This design comes from an exercise in tuning for small area on the open sky130 flow, not from production work. Only simulation tests tie the RTL to the original design; equivalence was not proved. No activity file was given, so power comes from the tool's default toggle rates.

<file path="design.v">
`timescale 1ns/10ps
module dcache_top (
    input  logic        CLK,
    input  logic        nRST,
    input  logic        halt_i,
    input  logic        dp_ren_i,
    input  logic        dp_wen_i,
    input  logic [31:0] dp_addr_i,
    input  logic [31:0] dp_store_i,
    output logic        dp_hit_o,
    output logic [31:0] dp_load_o,
    output logic        dp_flushed_o,
    output logic        mem_ren_o,
    output logic        mem_wen_o,
    output logic [31:0] mem_addr_o,
    output logic [31:0] mem_store_o,
    input  logic        mem_dwait_i,
    input  logic [31:0] mem_load_i
);
    localparam logic [2:0] S_LOOK = 3'd0;   
    localparam logic [2:0] S_CHK  = 3'd1;   
    localparam logic [2:0] S_WBX  = 3'd2;   
    localparam logic [2:0] S_TW   = 3'd3;   
    localparam logic [2:0] S_FX   = 3'd4;   
    localparam logic [2:0] S_FWR  = 3'd5;   
    localparam logic [2:0] S_DONE = 3'd6;   
    logic [32*32-1:0] dring;
    logic [16*26-1:0] tring;
    logic [15:0]      vring;
    logic [15:0]      xring;   
    logic [7:0]       mring;   
    logic [4:0]  pos;
    logic        sweep;    
    logic [2:0]  st;
    logic        fl;       
    logic        wd;       
    logic [3:0]  frm;      
    logic        p1;       
    logic [31:0] buf_q;    
    logic [25:0] tag_q;    
    logic [31:0] dh;
    logic [25:0] th;
    logic        vh, xh, mh;
    logic        req, pt_req, match, hit, pt_frm, pt_tag, last;
    logic        cap, cap_tag, swap, ld, hold, ws, fw, keep, fill_v;
    assign dh = dring[31:0];
    assign th = tring[25:0];
    assign vh = vring[0];
    assign xh = xring[0];
    assign mh = mring[0];
    assign req    = (dp_ren_i || dp_wen_i) && !sweep;
    assign pt_req = (pos[4] == dp_addr_i[2]) && (pos[2:0] == dp_addr_i[5:3]);
    assign match  = vh && (th == dp_addr_i[31:6]);
    assign hit    = (st == S_LOOK) && req && pt_req && match;
    assign pt_tag = (pos[3:0] == frm);
    assign pt_frm = (pos[4] == wd) && pt_tag;
    assign last   = (frm == 4'd15);
    assign cap     = (st == S_CHK) && pt_frm;             
    assign cap_tag = (cap && !wd) || ((st == S_TW) && pt_tag);
    assign swap    = cap && !wd && !fl;                   
    assign ld      = (st == S_FX) && !mem_dwait_i;        
    assign hold    = !(cap || ld);
    assign ws      = hit && dp_wen_i;                     
    assign fw      = (st == S_FWR) && pt_frm;             
    assign keep    = !(ws || fw);
    assign fill_v  = fw && wd;
    always_ff @(posedge CLK) begin
        dring <= {((dh & {32{keep}}) | (dp_store_i & {32{ws}}) | (buf_q & {32{fw}})),
                  dring[32*32-1:32]};
        tring <= {((th & {26{!swap}}) | (dp_addr_i[31:6] & {26{swap}})), tring[16*26-1:26]};
        vring <= {(fill_v || (vh && !sweep)), vring[15:1]};
        xring <= {(!fill_v && (ws || xh)), xring[15:1]};
        mring <= {(hit ? pos[3] : (mh && !sweep)), mring[7:1]};
        buf_q <= (mem_load_i & {32{ld}}) | (dh & {32{cap}}) | (buf_q & {32{hold}});
    end
    always_ff @(posedge CLK) begin
        if (cap_tag) begin
            tag_q <= th;
        end
    end
    always_ff @(posedge CLK, negedge nRST) begin
        if (!nRST) begin
            pos   <= '0;
            sweep <= 1'b1;
            st    <= S_LOOK;
            fl    <= 1'b0;
            wd    <= 1'b0;
            frm   <= '0;
            p1    <= 1'b0;
        end else begin
            pos <= pos + 5'd1;
            if (pos == 5'd15) sweep <= 1'b0;
            case (st)
                S_LOOK: begin
                    if (!sweep) begin
                        if (halt_i) begin
                            st  <= S_CHK;
                            fl  <= 1'b1;
                            frm <= '0;
                            wd  <= 1'b0;
                        end else if (req && pt_req) begin
                            if (match) begin
                                p1 <= 1'b0;
                            end else if (p1) begin
                                p1  <= 1'b0;
                                frm <= {!mh, dp_addr_i[5:3]};
                                wd  <= 1'b0;
                                st  <= S_CHK;
                            end else begin
                                p1 <= 1'b1;
                            end
                        end else if (!req) begin
                            p1 <= 1'b0;
                        end
                    end
                end
                S_CHK: begin
                    if (pt_frm) begin
                        if (wd || (vh && xh)) begin
                            st <= S_WBX;
                        end else if (fl) begin
                            if (last) st <= S_DONE;
                            else      frm <= frm + 4'd1;
                        end else begin
                            st <= S_TW;
                        end
                    end
                end
                S_WBX: begin
                    if (!mem_dwait_i) begin
                        if (!wd) begin
                            wd <= 1'b1;
                            st <= S_CHK;
                        end else begin
                            wd <= 1'b0;
                            if (fl) begin
                                if (last) begin
                                    st <= S_DONE;
                                end else begin
                                    frm <= frm + 4'd1;
                                    st  <= S_CHK;
                                end
                            end else begin
                                st <= S_TW;
                            end
                        end
                    end
                end
                S_TW: begin
                    if (pt_tag) st <= S_FX;
                end
                S_FX: begin
                    if (!mem_dwait_i) st <= S_FWR;
                end
                S_FWR: begin
                    if (pt_frm) begin
                        if (wd) begin
                            wd <= 1'b0;
                            st <= S_LOOK;
                        end else begin
                            wd <= 1'b1;
                            st <= S_FX;
                        end
                    end
                end
                default: begin
                end
            endcase
        end
    end
    assign dp_hit_o     = hit;
    assign dp_load_o    = dh;
    assign dp_flushed_o = (st == S_DONE);
    assign mem_wen_o    = (st == S_WBX);
    assign mem_ren_o    = (st == S_FX);
    assign mem_addr_o   = {tag_q, frm[2:0], wd, 2'b00};
    assign mem_store_o  = buf_q;
endmodule
</file>
<file path="flow/run.sh">
#!/bin/bash
# Standard layout with two changes:
#  - the port buffers are the smallest buffer (buf_1) rather than the cell buffer_ports picks
#    on its own; repair_design still resizes them where timing needs it;
#  - clock tree synthesis adds no dummy loads (the clock tree is balanced by its buffers only).
set -euo pipefail
export BUFFER_PORTS_ARGS="-buffer_cell sky130_fd_sc_hd__buf_1"
export CTS_ARGS="-sink_clustering_enable -repair_clock_nets -dont_use_dummy_load -sink_clustering_size 20 -sink_clustering_max_diameter 40 -buf_list sky130_fd_sc_hd__clkbuf_8"
bash standard.sh > standard_make.log 2>&1
</file>
<file path="standard.sh">
#!/bin/bash
# synth_recipe.tcl (not shown) runs the flow's synth.tcl, then flattens the netlist and writes it again
# the make line also repeats each setting of config.mk as NAME=value (left out here)
make -C /OpenROAD-flow-scripts/flow DESIGN_CONFIG=/design/flow/config.mk WORK_HOME=/design/flow/orfs CLKGATE_MAP_FILE= SYNTH_SCRIPT=/design/flow/synth_recipe.tcl "${@:-finish}"
</file>
<file path="config.mk">
export PLATFORM = sky130hd
export DESIGN_NAME = dcache_top
export DESIGN_NICKNAME = dcache_top
export VERILOG_FILES = /design/flow/design.v
export SDC_FILE = /design/flow/constraint.sdc
export NUM_CORES = 4
export LEC_CHECK = 0
export ABC_AREA = 1
export CAP_MARGIN = 0
export CORE_MARGIN = 2
export CORE_UTILIZATION = 70
export CTS_BUF_LIST = sky130_fd_sc_hd__clkbuf_8
export CTS_CLUSTER_DIAMETER = 50
export CTS_CLUSTER_SIZE = 16
export PLACE_DENSITY = 0.85
export SETUP_SLACK_MARGIN = 0.4
export SLEW_MARGIN = 0
</file>
<file path="constraint.sdc">
create_clock -name core_clock -period 7.0 [get_ports {CLK}]
set_input_delay 1.4000 -clock core_clock [delete_from_list [all_inputs] [get_ports {CLK}]]
set_output_delay 1.4000 -clock core_clock [all_outputs]
set_load 0.01 [all_outputs]
</file>
==> key figures, run 1 <==
Global routing
  • Pin count of the biggest net entering global routing: 53
  • Vias in the first global route: 15378
  • First-pass GRT wire length: 82400 um
  • Tot GR Track Use: 0.217
  • Initial antenna violation count: 1
  • Gr ovfl total: 0

Detailed routing
  • Wire per inst: between 15 and 20 um
  • Vias: 14973
  • Vias per inst: 4.74
  • 1st-pass router iterations: 7
  • DRC violation total after the first TritonRoute iteration: 855
  • Routed Antenna Nets: 0
  • Drt total wl: 55200 um
  • Drt drc: 0

Clock network
  • Worst-case clock buffer depth: 3
  • CTS tree: yes
  • Worst-skew pair later-pin latency: 0.72 ns
  • Root Buffer: clkbuf_8
  • CTS Buf Count: 119
  • H-Tree Depth: 3
  • Postcts setup bufs: 0
  • Post-cts resize count: 0
  • Clock net sink count: 1554
  • Worst-path clk slew: between 0.1 and 0.15 ns
  • Cts hold-fix bufs: 0

Yosys
  • Post-synthesis instance total: 2246
  • Post-synth top flop: dfxtp_1
  • Register bit count reported by yosys: 1554
  • Sequential fraction of the synthesis area: 0.907
  • EDFF count, synth: 26
  • Synth Warn #: 1
  • Post-synth cell types: 34
  • Post-synth ARST share: 0.0103
  • Mean Syn Cell Area: 15.4 sq um
  • Synthesized cell area: 34700 sq um

Final layout
  • Fillers: ~2700
  • Fin util: 0.766
  • Net count of the finished layout: 2601
  • Synth-to-layout area growth: 8.11%
  • Cell Count, Final, Fillers Out: ~3200
  • Share of cells above drive strength 1: 0.0553

Critical path
  • Critical path required time: 5.60 ns
  • Max Fanout on Critical Path: 35
  • Startpoint types: primary input
  • Cells on worst reg2reg path: 8
  • RR Startpoint: frm[1]
  • CP endpoint: dp_hit_o
  • R2R Setup Slk: 3.00 ns
  • CP peak stage delay: 0.74 ns
  • CP startpoint: dp_wen_i
  • Worst Setup End Kind: primary output
  • Slowest CP cell: clkbuf_2
  • Crit-path cells: clkbuf_2 -> o21ai_0 -> nor3_4 -> buf_4 -> nand2_1 -> inv_1 -> buf_1
  • Worst r2r dst: tring[410]
  • Critical path type: primary input to primary output
  • CP arrival: 3.75 ns

STA
  • Final setup viols: 0
  • Hold Fails Final Rpt: 0
  • Final worst-path cycle share: 0.736
  • Max_slew headroom: 0.248
  • Final Max Slew Viols: 0
  • Actual slew at the worst max-slew pin: 1.13 ns
  • Skew final: 0.0893 ns
  • Tmin final: 5.15 ns
  • RSZ-0062 raised after global routing: false
  • TNS Setup: 0 ns
  • Max Clk Rate: slightly below 0.2 GHz

Place
  • Port Buffer Count: 197
  • RePlAce Congestion: 0.855
  • Detail Placement HPWL: 36400 um
  • Dpl cells: 3039

Power
  • Pint: 10.7 mW
  • Clk network pwr share: 0.286
  • Lkg Pwr: around 15 nW
  • Max VDD drop: 0.287 mV
  • Switching pwr: 2.93 mW
  • Total power: 13.7 mW
  • Reg power frac: 0.672
  • Sw Share: 0.214
  • Pwr dens: 364 nW/um^2
  • Power share of the combinational group: 0.042

Floorplanning
  • Die Y: between 200 and 250 um
  • Core Area: 49000 sq um
  • Die area: 51300 sq um
  • Die X: 227 um
  • FP Rows: 81
  • I/O Pins: 202
  • Initial cell density of the core: 0.708

Min path
  • Hold Crit Class: flip-flop to flip-flop

Run
  • Max Cap Viol: 0

Outcome
  • Status: no timing/DRC/antenna violations
cells by family after synthesis:
logic type               share of synthesized area
adder cells (fa/ha/maj)                    0.00108
AND/OR/NAND/NOR                             0.0585
flip-flops                                   0.907
other                                     0.000108
buffers and inverters                       0.0220
AO/OA/AOI/OAI                              0.00754
XOR/XNOR                                   0.00379
area by class of cell:
| class | instances | area (sq um) | share of cell area |
|---|---|---|---|
| antenna | 1 | 2.50 | 0.0000667 |
| sequential | 1554 | 31500 | 0.839 |
| inverter | 86 | 323 | 0.00861 |
| timing repair buffer | 201 | 771 | 0.0206 |
| multi-input combinational | 534 | 2470 | 0.0660 |
| tap | 664 | 831 | 0.0222 |
| clock buffer | 119 | 1640 | 0.0437 |
registers in the layout, indices dropped and copies added (netlist names):
register / count
tag_q: 26
frm: 4
sweep: 1
vring: 16
buf_q: 32
mring: 8
dring: 1024
p1: 1
xring: 16
st: 3
wd: 1
fl: 1
pos: 5
tring: 416
worst min-delay path by stage:
| stage | cells after the start | end | slack (ns) | start |
|---|---|---|---|---|
| 6_report | 0 | tring[387] | 0.24 | tring[413] |
| 5_1_grt | 0 | tring[387] | 0.23 | tring[413] |
| 4_1_cts | 0 | tring[387] | 0.23 | tring[413] |
| 3_5_place_dp | 0 | dring[147] | 0.31 | dring[179] |
| 3_3_place_gp | 0 | tring[383] | 0.31 | tring[409] |
| 2_1_floorplan | 0 | dring[0] | 0.31 | dring[32] |
metrics by stage:
step / worst slack, ns / hold slack, ns / cell area, sq um
after floorplan: 3.42 / 0.310 / 34700
after global placement: 1.97 / 0.310 / 35900
after detailed placement: 1.90 / 0.312 / 35900
after CTS: 1.89 / 0.231 / 37500
after global routing: 1.78 / 0.226 / 37500
final: 1.85 / 0.242 / 37500
placed cells by master, fill, tap and decap left out, types with 9 or more instances in the layout:
master	instances
nand2_1	278
inv_1	82
nand3_1	115
o21ai_1	25
clkbuf_8	119
edfxtp_1	26
dfxtp_1	1512
o21ai_0	9
xor2_1	10
nor2_1	26
buf_1	196
dfrtp_1	15
nand4_1	32
power by group through the flow:
stage,combinational (mW),clock (mW),sequential (mW)
after floorplan,0.322,0,9.38
after global placement,0.555,0,9.36
after detailed placement,0.572,0,9.38
after CTS,0.577,4.00,9.18
after global routing,0.644,4.28,9.20
final,0.576,3.90,9.19
per-layer routing:
metal  GRT usage  part of all wire
met5           0           0.00013
met4      0.0910             0.035
met3      0.0478             0.045
met2       0.357              0.48
met1       0.281              0.44
critical path, delay by kind of cell:
family / cells / cell delay [ns]
AO/OA/AOI/OAI: 1 / 0.35
buffers and inverters: 4 / 1.54
AND/OR/NAND/NOR: 2 / 0.42
synth_stat cells, drive strengths merged (2+ instances only):
| cell type | number | area share |
|---|---|---|
| nand4 | 32 | 0.0058 |
| edfxtp | 26 | 0.023 |
| nand3 | 117 | 0.017 |
| o32ai | 2 | 0.00051 |
| nor2 | 31 | 0.0037 |
| o22ai | 4 | 0.00072 |
| a22oi | 2 | 0.00043 |
| dfxtp | 1512 | 0.87 |
| inv | 86 | 0.0093 |
| buf | 56 | 0.011 |
| a21oi | 5 | 0.00072 |
| ha | 3 | 0.0011 |
| nand2 | 279 | 0.030 |
| nor3 | 3 | 0.00076 |
| clkbuf | 17 | 0.0018 |
| dfrtp | 15 | 0.011 |
| or2 | 2 | 0.00036 |
| xor2 | 10 | 0.0025 |
| o21ai | 34 | 0.0049 |
| xnor2 | 5 | 0.0013 |
==> inputs of run 2 (changes only) <==
--- a/flow/run.sh
+++ b/flow/run.sh
@@ -6,4 +6,4 @@
 set -euo pipefail
 export BUFFER_PORTS_ARGS="-buffer_cell sky130_fd_sc_hd__buf_1"
-export CTS_ARGS="-sink_clustering_enable -repair_clock_nets -dont_use_dummy_load -sink_clustering_size 20 -sink_clustering_max_diameter 40 -buf_list sky130_fd_sc_hd__clkbuf_8"
+export CTS_ARGS="-sink_clustering_enable -repair_clock_nets -dont_use_dummy_load -sink_clustering_size 10 -sink_clustering_max_diameter 30 -buf_list sky130_fd_sc_hd__clkbuf_4"
 bash standard.sh > standard_make.log 2>&1
--- a/config.mk
+++ b/config.mk
@@ -9,9 +9,9 @@
 export CAP_MARGIN = 0
 export CORE_MARGIN = 2
-export CORE_UTILIZATION = 70
+export CORE_UTILIZATION = 60
 export CTS_BUF_LIST = sky130_fd_sc_hd__clkbuf_8
 export CTS_CLUSTER_DIAMETER = 50
 export CTS_CLUSTER_SIZE = 16
-export PLACE_DENSITY = 0.85
+export PLACE_DENSITY = 0.75
 export SETUP_SLACK_MARGIN = 0.4
 export SLEW_MARGIN = 0
==> run 2 against run 1 <==
  * Synthesized area is the same
  * Maximum frequency up 6.0%
  * Clock power is 5.4% lower
  * Wire length fell by 6.2%
  * Sequential share of layout area is essentially flat
  * Largest cell class unchanged
  * Largest power group unchanged
  * Highest routed layer unchanged
==> key figures, run 2 <==
Outcome
  • Status: no timing/DRC/antenna violations

Clock network
  • Post-cts resize count: 0 (unchanged)
  • CTS tree: yes
  • Cts hold-fix bufs: 0 (unchanged)
  • Worst-case clock buffer depth: 3 (unchanged)
  • H-Tree Depth: 4 (+1)
  • Postcts setup bufs: 0 (unchanged)
  • Worst-path clk slew: 0.09 ns (-0.02 ns)
  • Clock net sink count: 1554 (unchanged)
  • CTS Buf Count: 195 (+64%)
  • Worst-skew pair later-pin latency: 1.01 ns (+0.29 ns)
  • Root Buffer: clkbuf_4

Yosys
  • Commonest cells post-synth: dfxtp_1, nand2_1, nand3_1
  • Post-synth ARST share: 0.0103 (unchanged)
  • Post-synthesis instance total: 2246 (unchanged)
  • Post-synth top flop: dfxtp_1
  • EDFF count, synth: 26 (unchanged)
  • Register bit count reported by yosys: 1554 (unchanged)
  • Synthesized cell area: 34700 sq um (unchanged)
  • Share of the synthesized area in the top cell type: 0.873 (unchanged)
  • Synth Warn #: 1 (unchanged)
  • Post-synth cell types: 34 (unchanged)
  • Synth area leaders: dfxtp_1, nand2_1, edfxtp_1
  • Biggest area consumer among synthesized cells: dfxtp_1
  • Sequential fraction of the synthesis area: 0.907 (unchanged)
  • Mean Syn Cell Area: 15.4 sq um (unchanged)
  • Most common cell in the synthesized netlist: dfxtp_1

Final layout
  • Max reg flops: 1024 (unchanged)
  • Synth-to-layout area growth: 8.11% (about the same)
  • Regs by FF count: dring x1024, tring x416, buf_q x32
  • Net count of the finished layout: 2679 (+3.0%)
  • Most common cell after layout, fill and taps aside: dfxtp_1
  • Largest Register: dring
  • Share of cells above drive strength 1: 0.0844 (+0.0290)
  • Most frequent cells in the layout: dfxtp_1, nand2_1, buf_1, clkbuf_4, nand3_1
  • Fillers: 4013 (+51%)

Floorplanning
  • Initial cell density of the core: 0.604 (-0.104)
  • Core Area: 57400 sq um (+17%)
  • Die X: 244 um (+7.9%)
  • Die Y: 244 um (+7.9%)
  • Die area: 59700 sq um (+16%)
  • FP Rows: 88 (+8.6%)
  • I/O Pins: 202 (unchanged)

Detailed routing
  • Wire per inst: 15.5 um (-11%)
  • Vias: 15208 (+1.6%)
  • Routed Antenna Nets: 0 (unchanged)
  • 1st-pass router iterations: 5 (-2)
  • Vias per inst: 4.54 (-4.2%)
  • Drt total wl: 51800 um (-6.2%)
  • Drt drc: 0 (unchanged)
  • DRC violation total after the first TritonRoute iteration: 630 (-26%)

Power
  • Pint: 10.5 mW (-2.2%)
  • Pwr dens: 359 nW/um^2 (-1.5%)
  • Clk network pwr share: 0.274 (-0.012)
  • Reg power frac: 0.682 (+0.010)
  • Sw Share: 0.219 (+0.00527)
  • Lkg Pwr: 15.4 nW (+0.34%)
  • Power share of the combinational group: 0.044 (+0.002)
  • Switching pwr: 2.95 mW (+0.91%)
  • Max VDD drop: 0.224 mV (-22%)

Critical path
  • Crit-path cells: buf_1 -> inv_1 -> nand2_1 -> nand2_1 -> inv_1 -> nand2_1 -> nor2_1 -> nand2_1 -> nor2_1 -> nand2_1 -> inv_2 -> nand2_1 -> inv_1 -> buf_1
  • RR Startpoint: pos[1]
  • Slowest CP cell: inv_2
  • WP depth: 14 (+7)
  • Max Fanout on Critical Path: 34 (-2.9%)
  • CP peak stage delay: 0.64 ns (-0.10 ns)
  • Cells on worst reg2reg path: 8 (unchanged)
  • Critical path type: primary input to primary output
  • CP startpoint: dp_addr_i[12]
  • CP endpoint: dp_hit_o
  • Critical path required time: 5.60 ns (about the same)
  • Startpoint types: primary input
  • Crit path top cell by count: nand2_1
  • Worst Setup End Kind: primary output
  • CP arrival: 3.46 ns (-0.29 ns)
  • Crit path buffers/inverters: 6 (+2)
  • Crit-path leading delay family: buffers and inverters
  • R2R Setup Slk: 2.97 ns (-0.03 ns)
  • Worst r2r dst: tring[403]

STA
  • Max Clk Rate: 0.206 GHz (+6.0%)
  • Tmin final: 4.86 ns (-0.292 ns)
  • Final setup viols: 0 (unchanged)
  • Skew final: 0.126 ns (+0.0368 ns)
  • Actual slew at the worst max-slew pin: 1.16 ns (+0.0376 ns)
  • Final worst-path cycle share: 0.694 (-0.0418)
  • TNS Setup: 0 ns (unchanged)
  • Hold Fails Final Rpt: 0 (unchanged)
  • Final Max Slew Viols: 0 (unchanged)
  • RSZ-0062 raised after global routing: false
  • Fin worst setup slack: 2.14 ns (+0.292 ns)
  • Max_slew headroom: 0.223 (-0.0251)
  • Worst hold slack: 0.230 ns (-0.0117 ns)

Global routing
  • Vias in the first global route: 15267 (-0.72%)
  • First-pass GRT wire length: 80400 um (-2.5%)
  • Tot GR Track Use: 0.179 (-0.0384)
  • Pin count of the biggest net entering global routing: 53 (unchanged)
  • Initial antenna violation count: 7 (+6)
  • Gr ovfl total: 0 (unchanged)

Place
  • Placement Setup Slack: 2.11 ns (+0.209 ns)
  • Port Buffer Count: 197 (unchanged)
  • Detail Placement HPWL: 32700 um (-10%)
  • RePlAce Congestion: 0.878 (+2.6%)

Run
  • Max Cap Viol: 0 (unchanged)

Min path
  • Hold Crit Class: flip-flop to flip-flop
  • Worst Hold Depth: 0 (unchanged)
-- run 2: cell counts after synthesis --
Identical to the previous run, type by type.
-- run 2: cell families after synthesis --
group | after synthesis | share of synthesized area
compound gates | 48 | 0.00754
xor+xnor | 15 | 0.00379
fa+ha+maj | 3 | 0.00108
buf+inv | 159 | 0.0220
flops | 1554 | 0.907
other cells | 1 | 0.000108
simple gates | 466 | 0.0585
-- run 2: worst min-delay path by stage --
stage | startpoint | endpoint | slack (ns)
2_1_floorplan | dring[32] | dring[0] | 0.31
3_3_place_gp | tring[128] | tring[102] | 0.31
3_5_place_dp | dring[710] | dring[678] | 0.31
4_1_cts | tring[303] | tring[277] | 0.22
5_1_grt | tring[251] | tring[225] | 0.21
6_report | tring[251] | tring[225] | 0.23
-- run 2: stage by stage --
stage | instance area [sq um] | power [mW] | instances | utilization
finish | 37500 | 13.5 | 3348 | 0.654
global route | 37500 | 14.1 | 3343 | 0.653
CTS | 37500 | 13.6 | 3337 | 0.653
detailed placement | 36000 | 9.96 | 3142 | 0.628
global placement | 36000 | 9.94 | 3142 | 0.628
floorplan | 34700 | 9.71 | 2247 | -
-- run 2: per-layer routing --
metal	up-vias	GRT usage	wire, um
met5	-	0	13
met3	112	0.0552	2840
li1	7628	-	-
met2	354	0.257	22600
met4	2	0.0956	1580
met1	7112	0.244	24800
-- run 2: cell type report --
cell class | instances | area (sq um) | share of cell area
Timing Repair Buffer | 203 | 786 | 0.0210
Multi-Input combinational cell | 534 | 2480 | 0.0662
Tap cell | 765 | 957 | 0.0255
Sequential cell | 1554 | 31500 | 0.839
Clock buffer | 195 | 1460 | 0.0390
Antenna cell | 11 | 27.5 | 0.000734
Inverter | 86 | 323 | 0.00861
-- run 2: power groups by stage --
stage / Clock (mW) / Sequential [mW] / Combinational, mW
2_1_floorplan: 0 / 9.38 / 0.322
3_3_place_gp: 0 / 9.36 / 0.574
3_5_place_dp: 0 / 9.37 / 0.587
4_1_cts: 3.85 / 9.17 / 0.589
5_1_grt: 4.22 / 9.20 / 0.651
6_report: 3.69 / 9.17 / 0.592
==> inputs of run 3 (changes only) <==
--- a/design.v
+++ b/design.v
@@ -27,7 +27,7 @@
     logic [32*32-1:0] dring;
     logic [16*26-1:0] tring;
-    logic [15:0]      vring;
     logic [15:0]      xring;   
     logic [7:0]       mring;   
+    logic [7:0]       fring;   
     logic [4:0]  pos;
     logic        sweep;    
@@ -41,12 +41,13 @@
     logic [31:0] dh;
     logic [25:0] th;
-    logic        vh, xh, mh;
+    logic        vh, xh, mh, fh;
     logic        req, pt_req, match, hit, pt_frm, pt_tag, last;
     logic        cap, cap_tag, swap, ld, hold, ws, fw, keep, fill_v;
     assign dh = dring[31:0];
     assign th = tring[25:0];
-    assign vh = vring[0];
     assign xh = xring[0];
     assign mh = mring[0];
+    assign fh = fring[0];
+    assign vh = fh || (pos[3] && mh);
     assign req    = (dp_ren_i || dp_wen_i) && !sweep;
     assign pt_req = (pos[4] == dp_addr_i[2]) && (pos[2:0] == dp_addr_i[5:3]);
@@ -69,7 +70,7 @@
                   dring[32*32-1:32]};
         tring <= {((th & {26{!swap}}) | (dp_addr_i[31:6] & {26{swap}})), tring[16*26-1:26]};
-        vring <= {(fill_v || (vh && !sweep)), vring[15:1]};
         xring <= {(!fill_v && (ws || xh)), xring[15:1]};
-        mring <= {(hit ? pos[3] : (mh && !sweep)), mring[7:1]};
+        mring <= {((hit || fill_v) ? pos[3] : (mh && !sweep)), mring[7:1]};
+        fring <= {((fill_v && !pos[3]) || (fh && !sweep)), fring[7:1]};
         buf_q <= (mem_load_i & {32{ld}}) | (dh & {32{cap}}) | (buf_q & {32{hold}});
     end
==> run 3 against run 2 <==
  * Sequential cell count is 8 lower
  * Setup slack improved by 0.065 ns
  * Critical path type unchanged
  * Maximum frequency rose by 1.4%
  * Non-clock buffer count shrank 2
  * Synthesized area about the same
  * Power fell by 0.29%
  * Sequential power barely moved
  * Global-route usage fell by 0.47 points
  * Combinational power decreased by 0.8%
  * Die area barely moved
==> key figures, run 3 <==
Outcome
  • Status: no timing/DRC/antenna violations

Yosys
  • Post-synthesis instance total: 2249 (+0.13%)
  • Post-synth top flop: dfxtp_1
  • Synthesized cell area: 34700 sq um (about the same)
  • Share of the synthesized area in the top cell type: 0.868 (-0.00506)
  • Synth area leaders: dfxtp_1, nand2_1, edfxtp_1
  • Adder-Cell Fraction of Synth Area: 0.00108 (about the same)
  • Commonest cells post-synth: dfxtp_1, nand2_1, nand3_1
  • Register bit count reported by yosys: 1546 (-0.51%)
  • Most common cell in the synthesized netlist: dfxtp_1
  • Mux share of post-synthesis cell area: 0 (unchanged)
  • Post-synth ARST share: 0.0103 (+0.0000533)
  • EDFF count, synth: 26 (unchanged)
  • Mean Syn Cell Area: 15.4 sq um (about the same)
  • Post-synth cell types: 39 (+15%)
  • Simple-Gate Fraction of Synth Area: 0.0621 (+0.00369)
  • Biggest area consumer among synthesized cells: dfxtp_1
  • Largest family of logic cells by synthesized area: simple AND/OR/NAND/NOR gates
  • Post-Synth XOR/XNOR Area: 0.00631 (+0.00252)
  • Synth Warn #: 1 (unchanged)
  • Sequential fraction of the synthesis area: 0.902 (-0.00507)
  • Post-synthesis compound-gate area fraction: 0.00790 (+0.000357)

Clock network
  • CTS tree: yes
  • Root Buffer: clkbuf_4
  • Worst-skew pair later-pin latency: 1.01 ns (about the same)
  • Cts hold-fix bufs: 0 (unchanged)
  • Postcts setup bufs: 0 (unchanged)
  • CTS Buf Count: 193 (-1.0%)
  • Worst-case clock buffer depth: 3 (unchanged)
  • H-Tree Depth: 4 (unchanged)
  • Post-cts resize count: 0 (unchanged)
  • Clock net sink count: 1546 (-0.51%)
  • Worst-path clk slew: 0.10 ns (about the same)

STA
  • Max_slew headroom: 0.273 (+0.0508)
  • Hold Fails Final Rpt: 0 (unchanged)
  • Skew final: 0.134 ns (+0.00785 ns)
  • Worst hold slack: 0.257 ns (+0.0267 ns)
  • Final Max Slew Viols: 0 (unchanged)
  • Fin worst setup slack: 2.20 ns (+0.0651 ns)
  • TNS Setup: 0 ns (unchanged)
  • Final setup viols: 0 (unchanged)
  • Actual slew at the worst max-slew pin: 1.09 ns (-0.0760 ns)
  • Max Clk Rate: 0.208 GHz (+1.4%)
  • Final worst-path cycle share: 0.685 (-0.00930)
  • RSZ-0062 raised after global routing: false
  • Tmin final: 4.80 ns (-0.0651 ns)

Place
  • RePlAce Congestion: 0.851 (-3.0%)
  • Placement Setup Slack: 2.22 ns (+0.109 ns)
  • Port Buffer Count: 197 (unchanged)
  • Detail Placement HPWL: 31500 um (-3.6%)

Detailed routing
  • Vias: 15376 (+1.1%)
  • Routed Antenna Nets: 0 (unchanged)
  • Drt drc: 0 (unchanged)
  • 1st-pass router iterations: 5 (unchanged)
  • Vias per inst: 4.60 (+1.2%)
  • Wire per inst: 15.1 um (-2.7%)
  • Drt total wl: 50400 um (-2.8%)
  • DRC violation total after the first TritonRoute iteration: 701 (+11%)

Final layout
  • Share of cells above drive strength 1: 0.0852 (+0.000877)
  • Net count of the finished layout: 2676 (-0.11%)
  • Fillers: 4108 (+2.4%)
  • Regs by FF count: dring x1024, tring x416, buf_q x32
  • Synth-to-layout area growth: 7.97%
  • Most frequent cells in the layout: dfxtp_1, nand2_1, buf_1, clkbuf_4, nand3_1
  • Largest Register: dring
  • Most common cell after layout, fill and taps aside: dfxtp_1
  • Max reg flops: 1024 (unchanged)
  • Fin util: 0.652 (-0.00173)

Global routing
  • Tot GR Track Use: 0.174 (-0.00475)
  • Pin count of the biggest net entering global routing: 53 (unchanged)
  • Vias in the first global route: 15528 (+1.7%)
  • Gr ovfl total: 0 (unchanged)
  • First-pass GRT wire length: 79400 um (-1.2%)
  • Initial antenna violation count: 8 (+1)

Power
  • Max VDD drop: 0.221 mV (-1.0%)
  • Sw Share: 0.219 (about the same)
  • Reg power frac: 0.682 (about the same)
  • Clk network pwr share: 0.274 (about the same)
  • Pwr dens: 358 nW/um^2 (-0.21%)
  • Lkg Pwr: 15.3 nW (-0.83%)
  • Power share of the combinational group: 0.044 (about the same)
  • Pint: 10.5 mW (-0.30%)
  • Switching pwr: 2.94 mW (-0.24%)

Floorplanning
  • Die Y: 244 um (about the same)
  • Initial cell density of the core: 0.604 (-0.000853)
  • Core Area: 57500 sq um (+0.19%)
  • I/O Pins: 202 (unchanged)
  • FP Rows: 88 (unchanged)
  • Die X: 244 um (about the same)
  • Die area: 59800 sq um (about the same)

Critical path
  • Critical path type: primary input to primary output
  • Worst Setup End Kind: primary output
  • CP arrival: 3.40 ns (-0.06 ns)
  • Max Fanout on Critical Path: 35 (+2.9%)
  • Critical path required time: 5.60 ns (about the same)
  • Startpoint types: primary input

Run
  • Max Cap Viol: 0 (unchanged)

Min path
  • Hold Crit Class: flip-flop to flip-flop
[run 3: cell types whose count changed after synthesis, moves of 3 or more]
| cell | delta |
|---|---|
| inv_1 | -18 |
| nor2_1 | +12 |
| xnor2_1 | +12 |
| clkbuf_1 | -11 |
| buf_2 | +10 |
| dfxtp_1 | -8 |
| nand4_1 | +6 |
| a21oi_1 | -3 |
| buf_1 | +3 |
[run 3: kinds of logic (layout without fill, tap and decap cells)]
family / after synthesis / in the layout
AOI/OAI and AO/OA: 47 / 47
xor gates and xnor gates: 25 / 25
adders and majority gates: 3 / 3
buffers and inverters: 142 / 461
DFF: 1546 / 1546
other: 1 / 14
and+or+nand+nor: 485 / 485
[run 3: critical path, cell delays in order]
cell and delay, ns:
buf_1 0.10, inv_1 0.07, nand2_1 0.05, nand2_1 0.06
nor2_2 0.19, nand3_2 0.12, nor2_4 0.83, and3_1 0.37
buf_1 0.19
[run 3: final timing paths]
check / cells after the start / slack (ns) / end / startpoint
min reg2reg: 0 / 0.26 / tring[368] / tring[394]
min: 0 / 0.26 / tring[368] / tring[394]
max reg2reg: 7 / 3.89 / dring[1007] / pos[1]
max in group asynchronous: 1 / 5.68 / frm[2] / nRST
min in group asynchronous: 1 / 0.57 / pos[3] / nRST
max: 9 / 2.20 / dp_hit_o / dp_addr_i[5]
[run 3: per-layer routing]
layer | vias up | global-route usage | share of wire
met2 | 448 | 0.253 | 0.44
met1 | 7156 | 0.236 | 0.47
met4 | 6 | 0.0841 | 0.027
met3 | 133 | 0.0570 | 0.061
li1 | 7633 | - | -
met5 | - | 0 | 0.00069
[run 3: layout make-up]
cell class / instances / area [sq um] / area share
inverter: 67 / 251 / 0.00671
antenna: 12 / 30.0 / 0.000802
sequential: 1546 / 31300 / 0.835
multi-input combinational: 562 / 2710 / 0.0724
timing repair buffer: 201 / 771 / 0.0206
tap: 765 / 957 / 0.0256
clock buffer: 193 / 1450 / 0.0387
[run 3: stage by stage]
| stage | cell area, sq um | std cells | total power, mW |
|---|---|---|---|
| after floorplan | 34700 | 2250 | 9.72 |
| after global placement | 36000 | 3141 | 9.91 |
| after detailed placement | 36000 | 3141 | 9.94 |
| after CTS | 37400 | 3334 | 13.6 |
| after global routing | 37500 | 3343 | 14.1 |
| final | 37500 | 3346 | 13.4 |
[run 3: power by group through the flow]
stage	sequential, mW	clock [mW]	combinational, mW
after detailed placement	9.36	0	0.585
after global routing	9.18	4.22	0.655
after global placement	9.34	0	0.564
after CTS	9.16	3.85	0.587
after floorplan	9.36	0	0.357
final	9.16	3.67	0.587
==> inputs of run 4 (changes only) <==
--- a/flow/run.sh
+++ b/flow/run.sh
@@ -6,4 +6,4 @@
 set -euo pipefail
 export BUFFER_PORTS_ARGS="-buffer_cell sky130_fd_sc_hd__buf_1"
-export CTS_ARGS="-sink_clustering_enable -repair_clock_nets -dont_use_dummy_load -sink_clustering_size 10 -sink_clustering_max_diameter 30 -buf_list sky130_fd_sc_hd__clkbuf_4"
+export CTS_ARGS="-sink_clustering_enable -repair_clock_nets -dont_use_dummy_load -sink_clustering_size 16 -sink_clustering_max_diameter 50 -buf_list sky130_fd_sc_hd__clkbuf_8"
 bash standard.sh > standard_make.log 2>&1
==> run 4 against run 3 <==
  * Non-clock buffer count unchanged
  * Critical path type unchanged
  * Setup slack gained 0.024 ns
  * Register-to-register slack got worse by 0.07 ns
  * Sequential power is essentially flat
  * Still clean
  * Synthesized cell count stayed put
  * Die area stayed put
==> key figures, run 4 <==
Floorplanning
  • I/O Pins: 202 (unchanged)
  • FP Rows: 88 (unchanged)
  • Die X: 244 um (unchanged)
  • Die area: 59800 sq um (unchanged)
  • Initial cell density of the core: 0.604 (unchanged)
  • Die Y: 244 um (unchanged)
  • Core Area: 57500 sq um (unchanged)

Power
  • Switching pwr: 2.92 mW (-0.88%)
  • Max VDD drop: 0.269 mV (+22%)
  • Pwr dens: 361 nW/um^2 (+0.89%)
  • Reg power frac: 0.675 (-0.007)
  • Power share of the combinational group: 0.044 (about the same)
  • Pint: 10.6 mW (+1.7%)
  • Lkg Pwr: 15.2 nW (-0.50%)
  • Clk network pwr share: 0.282 (+0.008)
  • Sw Share: 0.215 (-0.00431)

Final layout
  • Most common cell after layout, fill and taps aside: dfxtp_1
  • Synth-to-layout area growth: 8.21%
  • Regs by FF count: dring x1024, tring x416, buf_q x32
  • Final Instance Area: 37500 sq um (+0.22%)
  • Net count of the finished layout: 2596 (-3.0%)
  • Cell Count, Final, Fillers Out: 3256 (-2.7%)
  • Max reg flops: 1024 (unchanged)
  • Most frequent cells in the layout: dfxtp_1, nand2_1, buf_1, nand3_1, clkbuf_8
  • Share of cells above drive strength 1: 0.0558 (-0.0294)
  • Largest Register: dring

Min path
  • Worst hold start: tring[343]
  • Hold Crit Class: flip-flop to flip-flop
  • Worst Hold Depth: 0 (unchanged)
  • Worst Hold End: tring[317]

Detailed routing
  • Vias per inst: 4.59 (about the same)
  • Drt total wl: 50500 um (+0.23%)
  • Routed Antenna Nets: 0 (unchanged)
  • Vias: 14961 (-2.7%)
  • Drt drc: 0 (unchanged)
  • Wire per inst: 15.5 um (+3.0%)
  • DRC violation total after the first TritonRoute iteration: 797 (+14%)
  • 1st-pass router iterations: 5 (unchanged)

Critical path
  • Cells on worst reg2reg path: 7 (unchanged)
  • Slowest CP cell: nor2_4
  • Max Fanout on Critical Path: 35 (unchanged)
  • Worst r2r dst: dring[1007]
  • CP peak stage delay: 0.81 ns (-0.02 ns)
  • CP arrival: 3.37 ns (-0.03 ns)
  • Worst Setup End Kind: primary output
  • Critical path type: primary input to primary output
  • RR Startpoint: pos[1]
  • Critical path required time: 5.60 ns (about the same)
  • Crit-path cells: buf_1 -> inv_1 -> nand2_1 -> nand2_1 -> nor2_2 -> nand3_2 -> nor2_4 -> and3_1 -> buf_1
  • Startpoint types: primary input
  • R2R Setup Slk: 3.82 ns (-0.07 ns)

STA
  • Final Max Slew Viols: 0 (unchanged)
  • Hold Fails Final Rpt: 0 (unchanged)
  • Tmin final: 4.77 ns (-0.0237 ns)
  • Final worst-path cycle share: 0.682 (-0.00338)
  • Max_slew headroom: 0.285 (+0.0115)
  • Final setup viols: 0 (unchanged)
  • Actual slew at the worst max-slew pin: 1.07 ns (-0.0146 ns)
  • Worst hold slack: 0.253 ns (-0.00411 ns)
  • Max Clk Rate: 0.210 GHz (+0.50%)
  • RSZ-0062 raised after global routing: false
  • TNS Setup: 0 ns (unchanged)
  • Skew final: 0.108 ns (-0.0257 ns)

Global routing
  • First-pass GRT wire length: 78300 um (-1.3%)
  • Pin count of the biggest net entering global routing: 53 (unchanged)
  • Tot GR Track Use: 0.170 (-0.00433)
  • Initial antenna violation count: 5 (-3)
  • Vias in the first global route: 14960 (-3.7%)
  • Gr ovfl total: 0 (unchanged)

Yosys
  • Mean Syn Cell Area: 15.4 sq um (unchanged)
  • Biggest area consumer among synthesized cells: dfxtp_1
  • Post-synthesis instance total: 2249 (unchanged)
  • Post-synth top flop: dfxtp_1
  • Most common cell in the synthesized netlist: dfxtp_1
  • Synth area leaders: dfxtp_1, nand2_1, edfxtp_1
  • Synthesized cell area: 34700 sq um (unchanged)
  • Register bit count reported by yosys: 1546 (unchanged)
  • Commonest cells post-synth: dfxtp_1, nand2_1, nand3_1
  • Sequential fraction of the synthesis area: 0.902 (unchanged)
  • Post-synth ARST share: 0.0103 (unchanged)
  • Post-synth cell types: 39 (unchanged)
  • Share of the synthesized area in the top cell type: 0.868 (unchanged)
  • Synth Warn #: 1 (unchanged)
  • EDFF count, synth: 26 (unchanged)

Place
  • Placed inst area: 36000 sq um (unchanged)
  • Port Buffer Count: 197 (unchanged)
  • Dpl cells: 3141 (unchanged)
  • RePlAce Congestion: 0.851 (unchanged)
  • Detail Placement HPWL: 31500 um (unchanged)

Clock network
  • Worst-case clock buffer depth: 3 (unchanged)
  • Post-cts resize count: 0 (unchanged)
  • CTS tree: yes
  • H-Tree Depth: 3 (-1)
  • Root Buffer: clkbuf_8
  • Clock net sink count: 1546 (unchanged)
  • Cts hold-fix bufs: 0 (unchanged)
  • Postcts setup bufs: 0 (unchanged)
  • CTS Buf Count: 113 (-41%)
  • Worst-path clk slew: 0.07 ns (-0.03 ns)
  • Worst-skew pair later-pin latency: 0.71 ns (-0.30 ns)

Run
  • Max Cap Viol: 0 (unchanged)

Outcome
  • Status: no timing/DRC/antenna violations
[run 4: metrics by stage]
step	power, mW	setup WS, ns	utilization
detailed placement	9.94	2.22	0.626
finish	13.6	2.23	0.653
CTS	13.7	2.21	0.653
global placement	9.91	2.26	0.626
global route	14.1	2.05	0.653
floorplan	9.72	3.42	-
[run 4: area by class of cell]
| cell class | instances | area, sq um |
|---|---|---|
| timing repair buffer | 201 | 771 |
| sequential | 1546 | 31300 |
| antenna | 2 | 5.00 |
| inverter | 67 | 251 |
| tap | 765 | 957 |
| multi-input combinational | 562 | 2710 |
| fill | 4031 | 19900 |
| clock buffer | 113 | 1560 |
[run 4: layer usage]
metal / track usage / wire length [um] / share of wire
met5: 0 / 34 / 0.00067
met1: 0.239 / 24200 / 0.48
met3: 0.0388 / 2790 / 0.055
met2: 0.257 / 22300 / 0.44
met4: 0.0660 / 1220 / 0.024
[run 4: how the worst max path moves through the flow]
stage | from | end | slack, ns | depth (start not counted)
finish | dp_addr_i[5] | dp_hit_o | 2.23 | 9
floorplan | dp_wen_i | dp_hit_o | 3.42 | 6
detailed placement | dp_addr_i[5] | dp_hit_o | 2.22 | 9
global route | dp_addr_i[5] | dp_hit_o | 2.05 | 9
CTS | dp_addr_i[5] | dp_hit_o | 2.21 | 9
global placement | dp_addr_i[5] | dp_hit_o | 2.26 | 9
[run 4: power by group through the flow]
stage	Combinational, mW	Sequential [mW]	Clock [mW]
2_1_floorplan	0.357	9.36	0
3_3_place_gp	0.564	9.34	0
3_5_place_dp	0.585	9.36	0
4_1_cts	0.588	9.15	3.96
5_1_grt	0.655	9.18	4.28
6_report	0.591	9.16	3.82
[run 4: cell families (layout without fill, tap and decap cells)]
logic type | Yosys count | count (layout) | share of synthesized area
flip-flops | 1546 | 1546 | 0.902
AND/OR/NAND/NOR | 485 | 485 | 0.0621
buffers and inverters | 142 | 381 | 0.0206
AO/OA/AOI/OAI | 47 | 47 | 0.00790
XOR/XNOR | 25 | 25 | 0.00631
adder cells (fa/ha/maj) | 3 | 3 | 0.00108
other | 1 | 4 | 0.000108
[run 4: worst max-delay path, delay by kind of cell]
kind / cells / cell delay [ns]
buf+inv: 3 / 0.36
simple gates: 6 / 1.60
==> inputs of run 5 (changes only) <==
--- a/flow/run.sh
+++ b/flow/run.sh
@@ -6,4 +6,4 @@
 set -euo pipefail
 export BUFFER_PORTS_ARGS="-buffer_cell sky130_fd_sc_hd__buf_1"
-export CTS_ARGS="-sink_clustering_enable -repair_clock_nets -dont_use_dummy_load -sink_clustering_size 16 -sink_clustering_max_diameter 50 -buf_list sky130_fd_sc_hd__clkbuf_8"
+export CTS_ARGS="-sink_clustering_enable -repair_clock_nets -dont_use_dummy_load -sink_clustering_size 12 -sink_clustering_max_diameter 35 -buf_list sky130_fd_sc_hd__clkbuf_4"
 bash standard.sh > standard_make.log 2>&1
==> run 5 against run 4 <==
  * Power fell by 2.9%
  * Sequential cell count did not move
  * Global-route usage rose by 0.19 points
  * Non-clock buffer count did not move
  * Maximum frequency rose by 0.18%
  * Utilization fell by 0.59 points
  * Clock skew rose by 0.013 ns
  * Sequential share of layout area rose by 0.75 points
  * Critical endpoint unchanged
  * Highest routed layer unchanged
==> key figures, run 5 <==
Yosys
  • Most common cell in the synthesized netlist: dfxtp_1
  • Post-synthesis compound-gate area fraction: 0.00790 (unchanged)
  • EDFF count, synth: 26 (unchanged)
  • Synth Warn #: 1 (unchanged)
  • Biggest area consumer among synthesized cells: dfxtp_1
  • Adder-Cell Fraction of Synth Area: 0.00108 (unchanged)
  • Post-synth cell types: 39 (unchanged)
  • Register bit count reported by yosys: 1546 (unchanged)
  • Post-synthesis instance total: 2249 (unchanged)
  • Synth area leaders: dfxtp_1, nand2_1, edfxtp_1
  • Mean Syn Cell Area: 15.4 sq um (unchanged)
  • Synthesized cell area: 34700 sq um (unchanged)
  • Share of the synthesized area in the top cell type: 0.868 (unchanged)
  • Mux share of post-synthesis cell area: 0 (unchanged)
  • Post-Synth XOR/XNOR Area: 0.00631 (unchanged)
  • Simple-Gate Fraction of Synth Area: 0.0621 (unchanged)
  • Post-synth ARST share: 0.0103 (unchanged)
  • Post-synth top flop: dfxtp_1
  • Sequential fraction of the synthesis area: 0.902 (unchanged)
  • Largest family of logic cells by synthesized area: simple AND/OR/NAND/NOR gates
  • Commonest cells post-synth: dfxtp_1, nand2_1, nand3_1

Final layout
  • Share of cells above drive strength 1: 0.0741 (+0.0182)
  • Most common cell after layout, fill and taps aside: dfxtp_1
  • Cell Count, Final, Fillers Out: 3306 (+1.5%)
  • Net count of the finished layout: 2645 (+1.9%)
  • Regs by FF count: dring x1024, tring x416, buf_q x32
  • Max reg flops: 1024 (unchanged)
  • Largest Register: dring
  • Synth-to-layout area growth: 7.24%
  • Fin util: 0.647 (-0.00586)
  • Most frequent cells in the layout: dfxtp_1, nand2_1, buf_1, clkbuf_4, nand3_1

STA
  • Final Max Slew Viols: 0 (unchanged)
  • RSZ-0062 raised after global routing: false
  • Actual slew at the worst max-slew pin: 1.07 ns (-0.00174 ns)
  • Hold Fails Final Rpt: 0 (unchanged)
  • Final worst-path cycle share: 0.681 (-0.00123)
  • Max Clk Rate: 0.210 GHz (+0.18%)
  • Max_slew headroom: 0.284 (-0.000536)
  • TNS Setup: 0 ns (unchanged)
  • Skew final: 0.122 ns (+0.0134 ns)
  • Final setup viols: 0 (unchanged)
  • Tmin final: 4.76 ns (-0.00860 ns)

Floorplanning
  • I/O Pins: 202 (unchanged)
  • Die Y: 244 um (unchanged)
  • FP Rows: 88 (unchanged)
  • Initial cell density of the core: 0.604 (unchanged)
  • Die X: 244 um (unchanged)
  • Core Area: 57500 sq um (unchanged)
  • Die area: 59800 sq um (unchanged)

Place
  • Dpl cells: 3141 (unchanged)
  • Detail Placement HPWL: 31500 um (unchanged)
  • RePlAce Congestion: 0.851 (unchanged)
  • Port Buffer Count: 197 (unchanged)

Clock network
  • CTS tree: yes
  • Worst-case clock buffer depth: 3 (unchanged)
  • Root Buffer: clkbuf_4
  • Clock net sink count: 1546 (unchanged)
  • Worst-skew pair later-pin latency: 0.97 ns (+0.26 ns)
  • Post-cts resize count: 0 (unchanged)
  • Postcts setup bufs: 0 (unchanged)
  • Worst-path clk slew: 0.11 ns (+0.04 ns)
  • CTS Buf Count: 162 (+43%)
  • Cts hold-fix bufs: 0 (unchanged)
  • H-Tree Depth: 4 (+1)

Power
  • Lkg Pwr: 15.1 nW (-0.44%)
  • Pwr dens: 354 nW/um^2 (-2.1%)
  • Total power: 13.2 mW (-2.9%)
  • Max VDD drop: 0.274 mV (+1.7%)

Critical path
  • Worst Setup End Kind: primary output
  • Critical path type: primary input to primary output
  • Startpoint types: primary input
  • Slowest CP cell: nor2_4
  • CP peak stage delay: 0.81 ns (about the same)
  • CP arrival: 3.36 ns (about the same)
  • Crit-path cells: buf_1 -> inv_1 -> nand2_1 -> nand2_1 -> nor2_2 -> nand3_2 -> nor2_4 -> and3_1 -> buf_1
  • Critical path required time: 5.60 ns (about the same)
  • Max Fanout on Critical Path: 35 (unchanged)

Detailed routing
  • Drt total wl: 50000 um (-0.94%)
  • Vias: 15174 (+1.4%)
  • Drt drc: 0 (unchanged)
  • Wire per inst: 15.1 um (-2.4%)
  • 1st-pass router iterations: 6 (+1)
  • Routed Antenna Nets: 0 (unchanged)
  • DRC violation total after the first TritonRoute iteration: 759 (-4.8%)
  • Vias per inst: 4.59 (-0.11%)

Outcome
  • Status: no timing/DRC/antenna violations

Run
  • Max Cap Viol: 0 (unchanged)

Global routing
  • Tot GR Track Use: 0.171 (+0.00186)
  • Gr ovfl total: 0 (unchanged)
  • Pin count of the biggest net entering global routing: 53 (unchanged)
  • Initial antenna violation count: 6 (+1)
  • Vias in the first global route: 15136 (+1.2%)
  • First-pass GRT wire length: 78100 um (-0.27%)

Min path
  • Hold Crit Class: flip-flop to flip-flop
## run 5: cell counts after synthesis
No cell type changed its count.
## run 5: through the flow
| step | hold WS, ns | cell area [sq um] | setup slack [ns] |
|---|---|---|---|
| final | 0.254 | 37200 | 2.24 |
| after global routing | 0.249 | 37200 | 1.99 |
| after CTS | 0.248 | 37200 | 2.15 |
| after detailed placement | 0.312 | 36000 | 2.22 |
| after global placement | 0.310 | 36000 | 2.26 |
| after floorplan | 0.310 | 34700 | 3.42 |
## run 5: logic make-up (layout without fill, tap and decap cells)
family / after synthesis / after routing
xor+xnor: 25 / 25
fa+ha+maj: 3 / 3
simple gates: 485 / 485
compound gates: 47 / 47
buf+inv: 142 / 430
other cells: 1 / 5
flops: 1546 / 1546
## run 5: layout make-up
class                   instances  area (sq um)
diodes                          3          7.51
clock buffers                 162          1220
fillers                      4142         20300
inverters                      67           251
multi-input cells             562          2710
flip-flops and latches       1546         31300
well taps                     765           957
repair buffers                201           771
## run 5: report_power, final
part	leakage, nW	internal [mW]	switching (mW)
logic	1.69	0.189	0.399
clock network	0.745	1.07	2.35
registers	12.7	9.02	0.137
total	15.1	10.3	2.89
## run 5: worst paths after layout
kind | from | endpoint | slack [ns] | cells past startpoint
max | dp_addr_i[5] | dp_hit_o | 2.24 | 9
max in group asynchronous | nRST | frm[0] | 5.64 | 1
min | dring[416] | dring[384] | 0.25 | 0
min reg2reg | dring[416] | dring[384] | 0.25 | 0
max reg2reg | frm[1] | dring[1007] | 3.83 | 7
min in group asynchronous | nRST | pos[3] | 0.62 | 1
## run 5: per-layer routing
metal / GRT usage / wire length (um) / part of all wire
met1: 0.233 / 24000 / 0.48
met2: 0.253 / 21800 / 0.44
met3: 0.0481 / 2640 / 0.053
met4: 0.0881 / 1590 / 0.032
met5: 0 / 34 / 0.00068
## run 5: worst max-delay path, delay by kind of cell
kind	cells	cell delay (ns)
buf+inv	3	0.36
simple gates	6	1.60
==> inputs of run 6 (changes only) <==
==> flow/run.sh (replaced) <==
#!/bin/bash
# Standard layout with three changes:
#  - after the standard synthesis, its combinational logic is mapped again with Yosys's default
#    (area-oriented) ABC script; the registers are left as they are (same instances, names and
#    cell types), see remap.tcl;
#  - the port buffers are the smallest buffer (buf_1) rather than the cell buffer_ports picks
#    on its own; repair_design still resizes them where timing needs it;
#  - clock tree synthesis adds no dummy loads and uses small leaf clusters of clkbuf_4.
# Each tool's output goes to a log file of its own in this folder.
set -euo pipefail
here=$(pwd)
R=$here/orfs/results/sky130hd/dcache_top/base
export BUFFER_PORTS_ARGS="-buffer_cell sky130_fd_sc_hd__buf_1"
export CTS_ARGS="-sink_clustering_enable -repair_clock_nets -dont_use_dummy_load -sink_clustering_size 10 -sink_clustering_max_diameter 30 -buf_list sky130_fd_sc_hd__clkbuf_4"

bash standard.sh synth > make_synth.log 2>&1

export REMAP_LIB=$FLOW_HOME/platforms/sky130hd/lib/sky130_fd_sc_hd__tt_025C_1v80.lib
export REMAP_DONT_USE="$(make -s -C "$FLOW_HOME" DESIGN_CONFIG="$here/config.mk" WORK_HOME="$here/orfs" print-DONT_USE_CELLS 2> make_print.log | sed -n 's/^DONT_USE_CELLS: //p')"
export REMAP_IN=$here/synth_standard.v
export REMAP_OUT=$R/1_2_yosys.v
export REMAP_MODELS=$here/cell_models.v
cp "$R/1_2_yosys.v" "$REMAP_IN"
python3 flow/genmodels.py "$REMAP_LIB" "$REMAP_MODELS" "$REMAP_IN" > genmodels.log 2>&1
yosys -c flow/remap.tcl > yosys_remap.log 2>&1
rm -f "$R/1_synth.odb" "$R/1_synth.sdc"

bash standard.sh > make_finish.log 2>&1
==> flow/genmodels.py (new file) <==
# Writes Verilog models of the sky130hd cells: combinational cells as assigns from their liberty
# functions, sequential cells as blackboxes (so their instances, the registers, stay untouched).
import re, sys
lib = open(sys.argv[1]).read()
out = []
pos = 0
cells = [(m.start(), m.group(1)) for m in re.finditer(r'\n\s*cell\s*\(\s*"?(sky130_fd_sc_hd__\w+)"?\s*\)', lib)]
cells.append((len(lib), None))
def conv(f):
    f = f.replace('!', '~').replace('+', '|').replace('*', '&')
    f = re.sub(r'\)\s*\(', ') & (', f)
    f = re.sub(r'(\w)\s+(?=[\w(~])', r'\1 & ', f)   # implicit AND by space
    return f
want = set(re.findall(r'sky130_fd_sc_hd__\w+', open(sys.argv[3]).read())) if len(sys.argv) > 3 else None
for (s, name), (e, _) in zip(cells, cells[1:]):
    if want is not None and name not in want: continue
    body = lib[s:e]
    pins = []
    for m in re.finditer(r'\n\s*pin\s*\(\s*"?(\w+)"?\s*\)\s*\{', body):
        # pin body up to the matching brace
        i = m.end(); depth = 1
        while depth:
            c = body[i]
            depth += (c == '{') - (c == '}')
            i += 1
        pb = body[m.end():i]
        d = re.search(r'direction\s*:\s*"?(\w+)"?', pb)
        f = re.search(r'\n\s*function\s*:\s*"([^"]*)"', pb)
        pins.append((m.group(1), d.group(1) if d else 'input', f.group(1) if f else None))
    seq = re.search(r'\n\s*(ff|latch|statetable)\s*\(', body) is not None
    ports = ", ".join(p for p, _, _ in pins)
    decl = "".join(f"  {'output' if d=='output' else 'input'} {p};\n" for p, d, _ in pins if d in ('input','output'))
    if seq or any(d == 'output' and f is None for p, d, f in pins) or not any(d=='output' for _,d,_ in pins):
        out.append(f"(* blackbox *)\nmodule {name}({ports});\n{decl}endmodule\n")
    else:
        asg = "".join(f"  assign {p} = {conv(f)};\n" for p, d, f in pins if d == 'output')
        out.append(f"module {name}({ports});\n{decl}{asg}endmodule\n")
open(sys.argv[2], 'w').write("".join(out))
==> flow/remap.tcl (new file) <==
# Re-maps the combinational logic of the standard synthesis with Yosys's default ABC script for
# liberty mapping (area oriented). Registers are library-cell instances kept as black boxes, so
# they keep their names and cell types. Reads REMAP_IN, REMAP_MODELS, REMAP_LIB, REMAP_DONT_USE
# and writes REMAP_OUT.
yosys read_verilog $::env(REMAP_MODELS)
yosys read_verilog $::env(REMAP_IN)
yosys hierarchy -top $::env(FLOW_TOP)
yosys flatten -noscopeinfo
yosys hierarchy -top $::env(FLOW_TOP)
yosys read_liberty -lib -ignore_redef $::env(REMAP_LIB)
yosys proc
yosys techmap
yosys opt -fast
set du {}
foreach c $::env(REMAP_DONT_USE) { lappend du -dont_use $c }
yosys abc -liberty $::env(REMAP_LIB) {*}$du
yosys opt_clean -purge
yosys hilomap -singleton -hicell sky130_fd_sc_hd__conb_1 HI -locell sky130_fd_sc_hd__conb_1 LO
yosys splitnets
yosys opt_clean -purge
yosys stat -liberty $::env(REMAP_LIB)
yosys check -assert -mapped
yosys write_verilog -noattr -nohex -nodec $::env(REMAP_OUT)
==> run 6 against run 5 <==
  * Power down 4.7%
  * Via count fell by 6.5%
  * Critical endpoint unchanged
  * Setup slack better by 0.15 ns
  * Sequential share of layout area increased by 0.85 points
  * Register-to-register slack got worse by 0.30 ns
  * Count of clock-buffer cells in the layout rose by 32
  * Maximum frequency up 3.2%
  * Die area fell by 3.1%
  * Global-route usage fell by 1.1 points
  * Utilization rose by 2.0 points
==> key figures, run 6 <==
Global routing
  • Gr ovfl total: 0 (unchanged)
  • M2 GR Usage: 0.230 (-0.0230)
  • Vias in the first global route: 14487 (-4.3%)
  • Pin count of the biggest net entering global routing: 37 (-30%)
  • Initial antenna violation count: 4 (-2)
  • First-pass GRT wire length: 71100 um (-9.0%)
  • Global Route met3 Usage: 0.0507 (+0.00260)
  • Met1 Resource Use GR: 0.219 (-0.0141)
  • Tot GR Track Use: 0.161 (-0.0108)
  • GRT busiest layer: met2

Final layout
  • Share of cells above drive strength 1: 0.0900 (+0.0159)
  • Max reg flops: 1024 (unchanged)
  • Register Area: 31300 sq um (unchanged)
  • Most frequent cells in the layout: dfxtp_1, buf_1, clkbuf_4, nand2_1, a22oi_1
  • Fin util: 0.667 (+0.0199)
  • Largest Register: dring
  • Fillers: 3767 (-9.1%)
  • Footprint of the multi-input gates: 2290 sq um (-16%)
  • Synth-to-layout area growth: 9.65%
  • Net count of the finished layout: 2438 (-7.8%)
  • Regs by FF count: dring x1024, tring x416, buf_q x32
  • Most common cell after layout, fill and taps aside: dfxtp_1
  • Final Instance Area: 36800 sq um (-1.0%)

Min path
  • Hold Crit Class: flip-flop to flip-flop

Detailed routing
  • Drt total wl: 45000 um (-10%)
  • DRC violation total after the first TritonRoute iteration: 753 (-0.79%)
  • Drt drc: 0 (unchanged)
  • Vias per inst: 4.60 (+0.19%)
  • Routed Antenna Nets: 0 (unchanged)
  • 1st-pass router iterations: 5 (-1)
  • Vias: 14191 (-6.5%)
  • Wire per inst: 14.6 um (-3.6%)

Yosys
  • Synth Warn #: 1 (unchanged)
  • Synthesized cell area: 33600 sq um (-3.2%)
  • Post-synthesis instance total: 1935 (-14%)
  • Mean Syn Cell Area: 17.4 sq um (+13%)

Power
  • Pint: 10.1 mW (-1.6%)
  • Sw Share: 0.194 (-0.0250)
  • Power share of the combinational group: 0.005 (-0.040)
  • Lkg Pwr: 14.7 nW (-2.9%)
  • Reg power frac: 0.703 (+0.007)
  • Switching pwr: 2.44 mW (-16%)
  • Pwr dens: 341 nW/um^2 (-3.7%)
  • Clk network pwr share: 0.292 (+0.032)
  • Max VDD drop: 0.224 mV (-18%)

Clock network
  • CTS Buf Count: 194 (+20%)
  • H-Tree Depth: 4 (unchanged)
  • Worst-case clock buffer depth: 3 (unchanged)
  • Postcts setup bufs: 0 (unchanged)
  • CTS tree: yes
  • Post-cts resize count: 0 (unchanged)
  • Cts hold-fix bufs: 0 (unchanged)
  • Worst-skew pair later-pin latency: 0.98 ns (about the same)
  • Clock net sink count: 1546 (unchanged)
  • Root Buffer: clkbuf_4
  • Worst-path clk slew: 0.09 ns (-0.02 ns)

Critical path
  • Startpoint types: primary input
  • Max Fanout on Critical Path: 3 (-91%)
  • CP arrival: 3.22 ns (-0.14 ns)
  • Critical path type: primary input to primary output
  • Worst Setup End Kind: primary output
  • Critical path required time: 5.60 ns (about the same)

STA
  • Max_slew headroom: 0.319 (+0.0343)
  • Hold Fails Final Rpt: 0 (unchanged)
  • Actual slew at the worst max-slew pin: 1.02 ns (-0.0500 ns)
  • Final setup viols: 0 (unchanged)
  • Max Clk Rate: 0.217 GHz (+3.2%)
  • Tmin final: 4.62 ns (-0.148 ns)
  • Skew final: 0.0914 ns (-0.0303 ns)
  • Worst hold slack: 0.255 ns (+0.000444 ns)
  • Final Max Slew Viols: 0 (unchanged)
  • RSZ-0062 raised after global routing: false
  • Fin worst setup slack: 2.38 ns (+0.148 ns)
  • Final worst-path cycle share: 0.659 (-0.0212)
  • TNS Setup: 0 ns (unchanged)

Place
  • RePlAce Congestion: 0.847 (-0.54%)
  • Placement Setup Slack: 2.36 ns (+0.142 ns)
  • Port Buffer Count: 197 (unchanged)
  • Placed inst area: 35400 sq um (-1.7%)
  • Detail Placement HPWL: 26500 um (-16%)

Floorplanning
  • Die Y: 241 um (-1.6%)
  • I/O Pins: 202 (unchanged)
  • Initial cell density of the core: 0.609 (+0.00488)
  • Core Area: 55200 sq um (-4.0%)
  • Die area: 57900 sq um (-3.1%)
  • Die X: 241 um (-1.6%)
  • FP Rows: 86 (-2.3%)

Run
  • Max Cap Viol: 0 (unchanged)

Outcome
  • Status: no timing/DRC/antenna violations
-- run 6: cell type report --
type / instances / area share
Sequential cell: 1546 / 0.850
Multi-Input combinational cell: 374 / 0.0621
Clock buffer: 194 / 0.0395
Tap cell: 748 / 0.0254
Timing Repair Buffer: 204 / 0.0215
Inverter: 16 / 0.00163
Antenna cell: 4 / 0.000272
-- run 6: through the flow --
| stage | power [mW] | std cells |
|---|---|---|
| after floorplan | 9.05 | 1936 |
| after global placement | 9.09 | 2888 |
| after detailed placement | 9.09 | 2888 |
| after CTS | 12.7 | 3082 |
| after global routing | 13.1 | 3084 |
| final | 12.6 | 3086 |
-- run 6: final timing paths --
check | start | to | slack [ns] | cells after the start
setup / recovery | dp_addr_i[25] | dp_hit_o | 2.38 | 6
hold / removal | dring[635] | dring[603] | 0.25 | 0
setup reg to reg | tring[4] | dring[1002] | 3.53 | 8
hold reg to reg | dring[635] | dring[603] | 0.25 | 0
max in group asynchronous | nRST | fl | 5.87 | 1
min in group asynchronous | nRST | st[1] | 0.55 | 1
-- run 6: worst max-delay path: stages --
cell and delay [ns]:
buf_1 0.08, nor2b_1 0.13, a2111oi_0 0.63, nand4_1 0.20, nor4_1 0.51, buf_1 0.26
-- run 6: power groups by stage --
stage / registers (mW) / clock network, mW / logic (mW)
after floorplan: 9.04 / 0 / 0.0164
after global placement: 9.03 / 0 / 0.0570
after detailed placement: 9.03 / 0 / 0.0596
after CTS: 8.83 / 3.85 / 0.0601
after global routing: 8.83 / 4.20 / 0.0674
final: 8.83 / 3.67 / 0.0601
-- run 6: layer usage --
metal  up-vias  part of all wire
met5         -           0.00027
met4         2             0.027
met3       104             0.062
met2       415              0.43
met1      6633              0.48
li1       7037                 -

afterwards: timing with drivers on the ports:
No port has a modelled driver above. Below, the same layouts with a new extraction and two added sets of constraints. Step 1 sets driving cells, clkbuf_16 on the clock port and buf_2 on the other inputs (assumed; they add their load-dependent delay and slew). Step 2 also shifts input and output timing later by t, the mid clock arrival at the registers, as if the neighbouring blocks saw the same clock. Slacks: no drivers / after step 1 / after step 2; pairs: no drivers / after step 1.
| run | t, ns | slack for setup (ns) | worst hold slack (ns) | clock arrival spread, ns | worst slew at a driven data input, ns |
|---|---|---|---|---|---|
| run 1 | 0.735 | 1.846 / 1.821 / 1.821 | 0.242 / 0.242 / 0.242 | 0.103 / 0.102 | 0.09 |
| run 2 | 1.009 | 2.139 / 2.116 / 2.116 | 0.230 / 0.230 / 0.230 | 0.129 / 0.128 | 0.09 |
| run 3 | 0.999 | 2.204 / 2.112 / 2.112 | 0.257 / 0.257 / 0.257 | 0.140 / 0.140 | 0.12 |
| run 4 | 0.715 | 2.227 / 2.150 / 2.150 | 0.253 / 0.253 / 0.253 | 0.110 / 0.110 | 0.10 |
| run 5 | 0.968 | 2.236 / 2.161 / 2.161 | 0.254 / 0.254 / 0.254 | 0.136 / 0.136 | 0.11 |
| run 6 | 0.985 | 2.384 / 2.351 / 2.351 | 0.255 / 0.255 / 0.255 | 0.105 / 0.106 | 0.05 |
After both steps setup and hold are still met in every run listed. The setup slack of run 3, which loses most, moves by -0.092 ns with the drivers and by -0.092 ns with both steps.
